This design comes from an exercise in tuning for small area, a short achievable clock period and few clock cycles on the open sky130 flow, not from production work.
In this exercise RTL edits were held to simulation tests only and were not proved equivalent to the original.
Power is estimated from default activity; no workload was simulated.

Setup of east:
==> flow/design.v <==
package vmem_pkg;
  localparam int defaultRegisterSize = 8;
  localparam int defaultVectorSize   = 4;
  localparam int numBanks            = 4;    
  localparam int bankRows            = 64;
  typedef logic [defaultRegisterSize-1:0] lane_t;
  typedef lane_t [defaultVectorSize-1:0]  vec_t;
endpackage
module vmem_p8 (
  input  logic [7:0] s,
  input  logic [7:0] d,
  output logic       y
);
  assign y = |(s & d);
endmodule
module vmem_p4 (
  input  logic [3:0] s,
  input  logic [3:0] d,
  output logic       y
);
  assign y = |(s & d);
endmodule
module vmem_nor2 (
  input  logic [1:0] a,
  output logic       y
);
  assign y = ~|a;
endmodule
module vmem_nand4 (
  input  logic [3:0] a,
  output logic       y
);
  assign y = ~&a;
endmodule
module vmem_or8 (
  input  logic [7:0] a,
  output logic       y
);
  logic [3:0] n;
  for (genvar i = 0; i < 4; i++) begin : g_n
    vmem_nor2 u_n (.a(a[2*i +: 2]), .y(n[i]));
  end
  vmem_nand4 u_y (.a(n), .y(y));
endmodule
module vmem_ao22 (
  input  logic a, b, c, d,
  output logic y
);
  assign y = (a & b) | (c & d);
endmodule
module vmem_ao222 (
  input  logic a, b, c, d, e, f,
  output logic y
);
  assign y = (a & b) | (c & d) | (e & f);
endmodule
module vmem_bank #(
  parameter int rows = 64
) (
  input  logic [rows-1:0] sel,
  input  logic [rows-1:0] d,
  output logic            y
);
  logic [rows/8-1:0] p;
  for (genvar m = 0; m < rows/8; m++) begin : g_part
    vmem_p8 u_p (.s(sel[8*m +: 8]), .d(d[8*m +: 8]), .y(p[m]));
  end
  vmem_or8 u_or (.a(p), .y(y));
endmodule
module vec_mem_responder #(
  parameter int registerSize = 8,
  parameter int vectorSize   = 4,
  parameter int addrWidth    = 16,
  parameter int memDepth     = 256
) (
  input  logic                                    clk,
  input  logic                                    rst,
  input  logic                                    req_valid,
  output logic                                    req_ready,
  input  logic                                    req_write,
  input  logic                                    req_vec,
  input  logic [addrWidth-1:0]                    req_addr,
  input  logic [vectorSize-1:0][registerSize-1:0] req_wdata,
  output logic                                    resp_valid,
  input  logic                                    resp_ready,
  output logic [vectorSize-1:0][registerSize-1:0] resp_rdata,
  output logic                                    resp_err
);
  localparam int NB   = vmem_pkg::numBanks;
  localparam int ROWS = vmem_pkg::bankRows;
  localparam int W    = registerSize;
  logic                    req_err;
  logic [1:0]              a0;
  logic [5:0]              r;
  logic [7:0]              hr, lr;      
  logic [NB-1:0]           d_c;         
  logic [NB-1:0][7:0]      d_hi, d_lo;  
  logic [NB-1:0]           d_ae;        
  logic [NB-1:0]           d_we;        
  logic [NB-1:0]           d_rot;       
  logic [NB-1:0][7:0]      d_hs_n;      
  logic [NB-1:0][7:0]      d_hw_n;      
  logic [NB-1:0][7:0]      d_lo_n;      
  logic [NB-1:0][W-1:0]    d_wdata;
  assign req_err = (|req_addr[addrWidth-1:8]) ||
                   (req_vec && (req_addr[7:0] > 8'(memDepth - vectorSize)));
  assign a0 = req_addr[1:0];
  assign r  = req_addr[7:2];
  always_comb begin
    for (int h = 0; h < 8; h++) begin
      hr[h] = (r[5:3] == 3'(h));
      lr[h] = (r[2:0] == 3'(h));
    end
  end
  always_comb begin
    for (int b = 0; b < NB; b++) begin
      d_c[b]     = (2'(b) < a0);
      d_lo[b]    = d_c[b] ? {lr[6:0], lr[7]} : lr;
      d_hi[b]    = (d_c[b] && lr[7]) ? {hr[6:0], hr[7]} : hr;
      d_ae[b]    = !req_err && (req_vec || (a0 == 2'(b)));
      d_we[b]    = req_write && d_ae[b];
      d_rot[b]   = !req_write && !req_err && (a0 == 2'(b));
      d_wdata[b] = req_wdata[2'(2'(b) - a0)];
      for (int h = 0; h < 8; h++) begin
        d_hs_n[b][h] = !(d_ae[b] && d_hi[b][h]);
        d_hw_n[b][h] = !(req_valid && d_we[b] && d_hi[b][h]);
        d_lo_n[b][h] = !d_lo[b][h];
      end
    end
  end
  logic                    rdy;         
  logic                    busy;        
  logic                    acc;
  logic                    s1_v, s2_v, m_v, k_v;
  logic                    s1_err, s2_err, k_err;
  logic [NB-1:0]           s1_rot, s2_rot;
  logic [NB-1:0][7:0]      s1_hw_n;
  logic [NB-1:0][7:0]      s1_hs_n;
  logic [NB-1:0][7:0]      s1_lo_n;
  logic [NB-1:0][W-1:0]    s1_wdata;
  logic [NB-1:0][W-1:0]    s2_bv;       
  logic [vectorSize-1:0][W-1:0] k_rdata;
  logic                    pop, tk, ex2, ex1, s2_en;
  logic                    m_v_n, k_v_n, s2_v_n, s1_v_n;
  assign acc        = req_valid && rdy;
  assign req_ready  = !busy;
  assign resp_valid = m_v;
  assign pop   = m_v && resp_ready;
  assign tk    = pop && k_v;            
  assign ex2   = s2_v && !k_v;
  assign s2_en = !s2_v || !k_v;         
  assign ex1   = s1_v && s2_en;         
  logic [NB-1:0][ROWS-1:0][W-1:0] mem, mem_d;
  logic [NB-1:0][ROWS-1:0]        rsel, wsel, wsel_n;
  logic [NB-1:0][W-1:0]           bv;
  for (genvar b = 0; b < NB; b++) begin : g_bank
    always_comb begin
      for (int j = 0; j < ROWS; j++) begin
        rsel[b][j] = ~(s1_hs_n[b][j/8] | s1_lo_n[b][j%8]);
        wsel[b][j] = ~(s1_hw_n[b][j/8] | s1_lo_n[b][j%8]);
        wsel_n[b][j] = ~wsel[b][j];
      end
    end
    for (genvar j = 0; j < ROWS; j++) begin : g_row
      for (genvar k = 0; k < W; k++) begin : g_bit
        vmem_ao22 u_wr (.a(wsel[b][j]), .b(s1_wdata[b][k]), .c(wsel_n[b][j]), .d(mem[b][j][k]),
                        .y(mem_d[b][j][k]));
      end
    end
    always_ff @(posedge clk) mem[b] <= mem_d[b];
    for (genvar k = 0; k < W; k++) begin : g_bit
      logic [ROWS-1:0] col;
      for (genvar j = 0; j < ROWS; j++) begin : g_row
        assign col[j] = mem[b][j][k];
      end
      vmem_bank #(.rows(ROWS)) u_rd (
        .sel (rsel[b]),
        .d   (col),
        .y   (bv[b][k])
      );
    end
  end
  logic                          m_e, m_h, k_e, k_h;
  assign m_e = ex2 && (!m_v || pop);
  assign m_h = !(tk || m_e);
  assign k_e = ex2 && m_v;
  assign k_h = !k_e;
  logic [vectorSize-1:0][W-1:0]  x, m_d, k_d;
  logic                          m_err_d, k_err_d;
  for (genvar i = 0; i < vectorSize; i++) begin : g_lane
    for (genvar k = 0; k < W; k++) begin : g_bit
      logic [NB-1:0] ts, td;
      for (genvar b = 0; b < NB; b++) begin : g_term
        assign ts[b] = s2_rot[(b + NB - i) % NB];
        assign td[b] = s2_bv[b][k];
      end
      vmem_p4 u_x (.s(ts), .d(td), .y(x[i][k]));
      vmem_ao222 u_m (.a(m_h), .b(resp_rdata[i][k]), .c(tk), .d(k_rdata[i][k]),
                      .e(m_e), .f(x[i][k]), .y(m_d[i][k]));
      vmem_ao22 u_k (.a(k_h), .b(k_rdata[i][k]), .c(k_e), .d(x[i][k]), .y(k_d[i][k]));
    end
  end
  vmem_ao222 u_merr (.a(m_h), .b(resp_err), .c(tk), .d(k_err), .e(m_e), .f(s2_err),
                     .y(m_err_d));
  vmem_ao22 u_kerr (.a(k_h), .b(k_err), .c(k_e), .d(s2_err), .y(k_err_d));
  always_comb begin
    m_v_n  = m_v;
    k_v_n  = k_v;
    if (pop) begin
      m_v_n = k_v;
      k_v_n = 1'b0;
    end
    if (ex2) begin
      if (!m_v_n) m_v_n = 1'b1;
      else        k_v_n = 1'b1;
    end
    s2_v_n = ex1 || (s2_v && !ex2);
    s1_v_n = acc || (s1_v && !ex1);
  end
  always_ff @(posedge clk or posedge rst) begin
    if (rst) begin
      rdy    <= 1'b1;
      s1_v   <= 1'b0;
      s1_hw_n <= '1;
      s2_v   <= 1'b0;
      m_v    <= 1'b0;
      k_v    <= 1'b0;
    end else begin
      m_v    <= m_v_n;
      k_v    <= k_v_n;
      s2_v   <= s2_v_n;
      s1_v   <= s1_v_n;
      rdy    <= !(s1_v_n && s2_v_n && k_v_n);
      if (rdy)      s1_hw_n <= d_hw_n;
    end
  end
  always_ff @(posedge clk) begin
    busy <= !rst && s1_v_n && s2_v_n && k_v_n;
    if (rdy) begin
      s1_err   <= req_err;
      s1_rot   <= d_rot;
      s1_hs_n  <= d_hs_n;
      s1_lo_n  <= d_lo_n;
      s1_wdata <= d_wdata;
    end
    if (s2_en) begin
      s2_err   <= s1_err;
      s2_rot   <= s1_rot;
      s2_bv    <= bv;
    end
    resp_rdata <= m_d;
    resp_err   <= m_err_d;
    k_rdata    <= k_d;
    k_err      <= k_err_d;
  end
endmodule
Settings: LEC_CHECK=0, CAP_MARGIN=20, CORE_MARGIN=2, CORE_UTILIZATION=65, CTS_CLUSTER_DIAMETER=100, CTS_CLUSTER_SIZE=25, SETUP_SLACK_MARGIN=3.5, SLEW_MARGIN=20, SYNTH_HIERARCHICAL=1; clock period 6.0 ns.
run.sh (not shown) runs the stock make flow with config.mk's settings and CLKGATE_MAP_FILE= SYNTH_SCRIPT=/design/flow/synth_recipe.tcl, a recipe that flattens the netlist after the stock synthesis.
Testbench counts of east, summed over its fixed seeds: cycles 8,024.
For middle, these inputs were changed with respect to east:
--- a/flow/design.v
+++ b/flow/design.v
@@ -19,29 +19,13 @@
   output logic       y
 );
   assign y = |(s & d);
 endmodule
-module vmem_nor2 (
-  input  logic [1:0] a,
-  output logic       y
-);
-  assign y = ~|a;
-endmodule
-module vmem_nand4 (
-  input  logic [3:0] a,
-  output logic       y
-);
-  assign y = ~&a;
-endmodule
 module vmem_or8 (
   input  logic [7:0] a,
   output logic       y
 );
-  logic [3:0] n;
-  for (genvar i = 0; i < 4; i++) begin : g_n
-    vmem_nor2 u_n (.a(a[2*i +: 2]), .y(n[i]));
-  end
-  vmem_nand4 u_y (.a(n), .y(y));
+  assign y = |a;
 endmodule
 module vmem_ao22 (
   input  logic a, b, c, d,
   output logic y
@@ -182,9 +166,9 @@
   end
   logic                          m_e, m_h, k_e, k_h;
   assign m_e = ex2 && (!m_v || pop);
   assign m_h = !(tk || m_e);
-  assign k_e = ex2 && m_v;
+  assign k_e = ex2 && m_v && !pop;
   assign k_h = !k_e;
   logic [vectorSize-1:0][W-1:0]  x, m_d, k_d;
   logic                          m_err_d, k_err_d;
   for (genvar i = 0; i < vectorSize; i++) begin : g_lane
--- outcome ---
middle has transition time of the tightest slew-check pin below what east had.
As of middle, power per cell area had fallen slightly compared to east.
Between east and middle, the routed wire length figures differ only marginally.
[compare] base=east new=middle: detailed-route wire length on metal 1 up about 0.5%; count of buffers not belonging to the clock network in the layout up 12; final standard cell utilization of the core up 0.44 points; simple-gate share of the synthesized area down 0.23 points.
The start point of the critical path comes out s1_lo_n[24] in one run and s1_hs_n[13] in the other, namely in middle and east respectively.
Testbench counts of middle, summed over its fixed seeds: cycles 8,024.

---

Another version of the RTL of vec_mem_responder (not shown whole).
For scale: about 7000 cells after synthesis, ~2300 flip-flops, ~89 I/O pins.
==> module vec_mem_responder, before the edit <==
module vec_mem_responder #(
  parameter int registerSize = 8,
  parameter int vectorSize   = 4,
  parameter int addrWidth    = 16,
  parameter int memDepth     = 256
) (
  input  logic                                    clk,
  input  logic                                    rst,
  input  logic                                    req_valid,
  output logic                                    req_ready,
  input  logic                                    req_write,
  input  logic                                    req_vec,
  input  logic [addrWidth-1:0]                    req_addr,
  input  logic [vectorSize-1:0][registerSize-1:0] req_wdata,
  output logic                                    resp_valid,
  input  logic                                    resp_ready,
  output logic [vectorSize-1:0][registerSize-1:0] resp_rdata,
  output logic                                    resp_err
);
  localparam int NB   = vmem_pkg::numBanks;
  localparam int ROWS = vmem_pkg::bankRows;
  localparam int W    = registerSize;
  logic                    req_err;
  logic [1:0]              a0;
  logic [5:0]              r, r1;
  logic [NB-1:0][5:0]      d_row;
  logic [NB-1:0]           d_ae;        
  logic [NB-1:0]           d_we;        
  logic [NB-1:0]           d_rot;       
  logic [NB-1:0][7:0]      d_hs_n;      
  logic [NB-1:0][7:0]      d_lo_n;      
  logic [NB-1:0][W-1:0]    d_wdata;
  assign req_err = (|req_addr[addrWidth-1:8]) ||
                   (req_vec && (req_addr[7:0] > 8'(memDepth - vectorSize)));
  assign a0 = req_addr[1:0];
  assign r  = req_addr[7:2];
  assign r1 = r + 6'd1;
  always_comb begin
    for (int b = 0; b < NB; b++) begin
      d_row[b]   = (2'(b) < a0) ? r1 : r;
      d_ae[b]    = !req_err && (req_vec || (a0 == 2'(b)));
      d_we[b]    = req_write && d_ae[b];
      d_rot[b]   = !req_write && !req_err && (a0 == 2'(b));
      d_wdata[b] = req_wdata[2'(2'(b) - a0)];
      for (int h = 0; h < 8; h++) begin
        d_hs_n[b][h] = !(d_ae[b] && (d_row[b][5:3] == 3'(h)));
        d_lo_n[b][h] = !(d_row[b][2:0] == 3'(h));
      end
    end
  end
  logic                    rdy;         
  logic                    busy;        
  logic                    acc;
  logic                    s1_v, s2_v, m_v, k_v;
  logic                    s1_err, s2_err, k_err;
  logic [NB-1:0]           s1_rot, s2_rot;
  logic [NB-1:0]           s1_we;
  logic [NB-1:0][7:0]      s1_hs_n;
  logic [NB-1:0][7:0]      s1_lo_n;
  logic [NB-1:0][W-1:0]    s1_wdata;
  logic [NB-1:0][W-1:0]    s2_bv;       
  logic [vectorSize-1:0][W-1:0] k_rdata;
  logic                    pop, tk, ex2, ex1, s2_en;
  logic                    m_v_n, k_v_n, s2_v_n, s1_v_n;
  assign acc        = req_valid && rdy;
  assign req_ready  = !busy;
  assign resp_valid = m_v;
  assign pop   = m_v && resp_ready;
  assign tk    = pop && k_v;            
  assign ex2   = s2_v && !k_v;
  assign s2_en = !s2_v || !k_v;         
  assign ex1   = s1_v && s2_en;         
  logic [NB-1:0][ROWS-1:0][W-1:0] mem, mem_d;
  logic [NB-1:0][ROWS-1:0]        rsel, wsel, wsel_n;
  logic [NB-1:0][W-1:0]           bv;
  for (genvar b = 0; b < NB; b++) begin : g_bank
    always_comb begin
      for (int j = 0; j < ROWS; j++) begin
        rsel[b][j] = ~(s1_hs_n[b][j/8] | s1_lo_n[b][j%8]);
        wsel[b][j] = rsel[b][j] && s1_we[b];
        wsel_n[b][j] = ~wsel[b][j];
      end
    end
    for (genvar j = 0; j < ROWS; j++) begin : g_row
      for (genvar k = 0; k < W; k++) begin : g_bit
        vmem_ao22 u_wr (.a(wsel[b][j]), .b(s1_wdata[b][k]), .c(wsel_n[b][j]), .d(mem[b][j][k]),
                        .y(mem_d[b][j][k]));
      end
    end
    always_ff @(posedge clk) mem[b] <= mem_d[b];
    for (genvar k = 0; k < W; k++) begin : g_bit
      logic [ROWS-1:0] col;
      for (genvar j = 0; j < ROWS; j++) begin : g_row
        assign col[j] = mem[b][j][k];
      end
      vmem_bank #(.rows(ROWS)) u_rd (
        .sel (rsel[b]),
        .d   (col),
        .y   (bv[b][k])
      );
    end
  end
  logic                          m_e, m_h, k_e, k_h;
  assign m_e = ex2 && (!m_v || pop);
  assign m_h = !(tk || m_e);
  assign k_e = ex2 && m_v && !pop;
  assign k_h = !k_e;
  logic [vectorSize-1:0][W-1:0]  x, m_d, k_d;
  logic                          m_err_d, k_err_d;
  for (genvar i = 0; i < vectorSize; i++) begin : g_lane
    for (genvar k = 0; k < W; k++) begin : g_bit
      logic [NB-1:0] ts, td;
      for (genvar b = 0; b < NB; b++) begin : g_term
        assign ts[b] = s2_rot[(b + NB - i) % NB];
        assign td[b] = s2_bv[b][k];
      end
      vmem_p4 u_x (.s(ts), .d(td), .y(x[i][k]));
      vmem_ao222 u_m (.a(m_h), .b(resp_rdata[i][k]), .c(tk), .d(k_rdata[i][k]),
                      .e(m_e), .f(x[i][k]), .y(m_d[i][k]));
      vmem_ao22 u_k (.a(k_h), .b(k_rdata[i][k]), .c(k_e), .d(x[i][k]), .y(k_d[i][k]));
    end
  end
  vmem_ao222 u_merr (.a(m_h), .b(resp_err), .c(tk), .d(k_err), .e(m_e), .f(s2_err),
                     .y(m_err_d));
  vmem_ao22 u_kerr (.a(k_h), .b(k_err), .c(k_e), .d(s2_err), .y(k_err_d));
  always_comb begin
    m_v_n  = m_v;
    k_v_n  = k_v;
    if (pop) begin
      m_v_n = k_v;
      k_v_n = 1'b0;
    end
    if (ex2) begin
      if (!m_v_n) m_v_n = 1'b1;
      else        k_v_n = 1'b1;
    end
    s2_v_n = ex1 || (s2_v && !ex2);
    s1_v_n = acc || (s1_v && !ex1);
  end
  always_ff @(posedge clk or posedge rst) begin
    if (rst) begin
      rdy    <= 1'b1;
      busy   <= 1'b0;
      s1_v   <= 1'b0;
      s1_we  <= '0;
      s2_v   <= 1'b0;
      m_v    <= 1'b0;
      k_v    <= 1'b0;
    end else begin
      m_v    <= m_v_n;
      k_v    <= k_v_n;
      s2_v   <= s2_v_n;
      s1_v   <= s1_v_n;
      rdy    <= !(s1_v_n && s2_v_n && k_v_n);
      busy   <= s1_v_n && s2_v_n && k_v_n;
      if (acc)      s1_we <= d_we;
      else if (ex1) s1_we <= '0;
    end
  end
  always_ff @(posedge clk) begin
    if (rdy) begin
      s1_err   <= req_err;
      s1_rot   <= d_rot;
      s1_hs_n  <= d_hs_n;
      s1_lo_n  <= d_lo_n;
      s1_wdata <= d_wdata;
    end
    if (s2_en) begin
      s2_err   <= s1_err;
      s2_rot   <= s1_rot;
      s2_bv    <= bv;
    end
    resp_rdata <= m_d;
    resp_err   <= m_err_d;
    k_rdata    <= k_d;
    k_err      <= k_err_d;
  end
endmodule
clock: 6.0 ns
lec_check: 0
cap_margin: 20
core_margin: 2
core_utilization: 65
cts_cluster_diameter: 100
cts_cluster_size: 25
setup_slack_margin: 3.5
slew_margin: 20
synth_hierarchical: 1
The starting point passed the timing, design-rule and antenna checks.
Testbench counts at the start, summed over its fixed seeds: cycles 8,024.
Change:
--- a/flow/design.v
+++ b/flow/design.v
@@ -122,26 +122,22 @@
   assign tk    = pop && k_v;            
   assign ex2   = s2_v && !k_v;
   assign s2_en = !s2_v || !k_v;         
   assign ex1   = s1_v && s2_en;         
-  logic [NB-1:0][ROWS-1:0][W-1:0] mem, mem_d;
-  logic [NB-1:0][ROWS-1:0]        rsel, wsel, wsel_n;
+  logic [NB-1:0][ROWS-1:0][W-1:0] mem;
+  logic [NB-1:0][ROWS-1:0]        rsel, wsel;
   logic [NB-1:0][W-1:0]           bv;
   for (genvar b = 0; b < NB; b++) begin : g_bank
     always_comb begin
       for (int j = 0; j < ROWS; j++) begin
         rsel[b][j] = ~(s1_hs_n[b][j/8] | s1_lo_n[b][j%8]);
         wsel[b][j] = rsel[b][j] && s1_we[b];
-        wsel_n[b][j] = ~wsel[b][j];
-      end
-    end
-    for (genvar j = 0; j < ROWS; j++) begin : g_row
-      for (genvar k = 0; k < W; k++) begin : g_bit
-        vmem_ao22 u_wr (.a(wsel[b][j]), .b(s1_wdata[b][k]), .c(wsel_n[b][j]), .d(mem[b][j][k]),
-                        .y(mem_d[b][j][k]));
-      end
-    end
-    always_ff @(posedge clk) mem[b] <= mem_d[b];
+      end
+    end
+    always_ff @(posedge clk) begin
+      for (int j = 0; j < ROWS; j++)
+        if (wsel[b][j]) mem[b][j] <= s1_wdata[b];
+    end
     for (genvar k = 0; k < W; k++) begin : g_bit
       logic [ROWS-1:0] col;
       for (genvar j = 0; j < ROWS; j++) begin : g_row
         assign col[j] = mem[b][j][k];
Effect:
- global-route usage is lower by 5.2 points
- critical path depth fell by 1
- clock skew rose by 5.5 ps
- cell area rose by 0.88%
- wire length drops by 17%
- first-iteration DRC count goes down by 19%
- non-clock buffer count came out lower by 20
Testbench counts after the change, summed over its fixed seeds: cycles 8,024.

[what the ideal ports hide]
The flow's constraints put no driver on any port. The routed layouts listed below were extracted and timed again, unchanged, in two steps.
Step 1 assumes that a clkbuf_16 drives the clock port and a buf_2 every other input.
Step 2, shift: input delay + t, output delay - t, t = (earliest + latest rising clock arrival at the registers) / 2. This alone moves slack from input paths to output paths.
Slacks: ideal / step 1 / step 2; pairs: ideal / step 1.
run	t, ns	setup slack, ns	hold WS [ns]	clock arrival spread, ns
east	0.829	3.505 / 3.448 / 2.629	0.472 / 0.472 / 0.472	0.037 / 0.037
middle	0.832	3.418 / 3.408 / 2.634	0.448 / 0.448 / 0.448	0.041 / 0.041
the first run of note 2	0.829	3.448 / 3.361 / 2.691	0.474 / 0.474 / 0.474	0.029 / 0.029
the second run of note 2	0.815	3.460 / 3.449 / 2.670	0.433 / 0.433 / 0.433	0.036 / 0.036
After both steps every run listed still meets setup and hold. For east, which loses most, drivers alone change the setup slack by -0.057 ns; drivers and shift together by -0.876 ns.
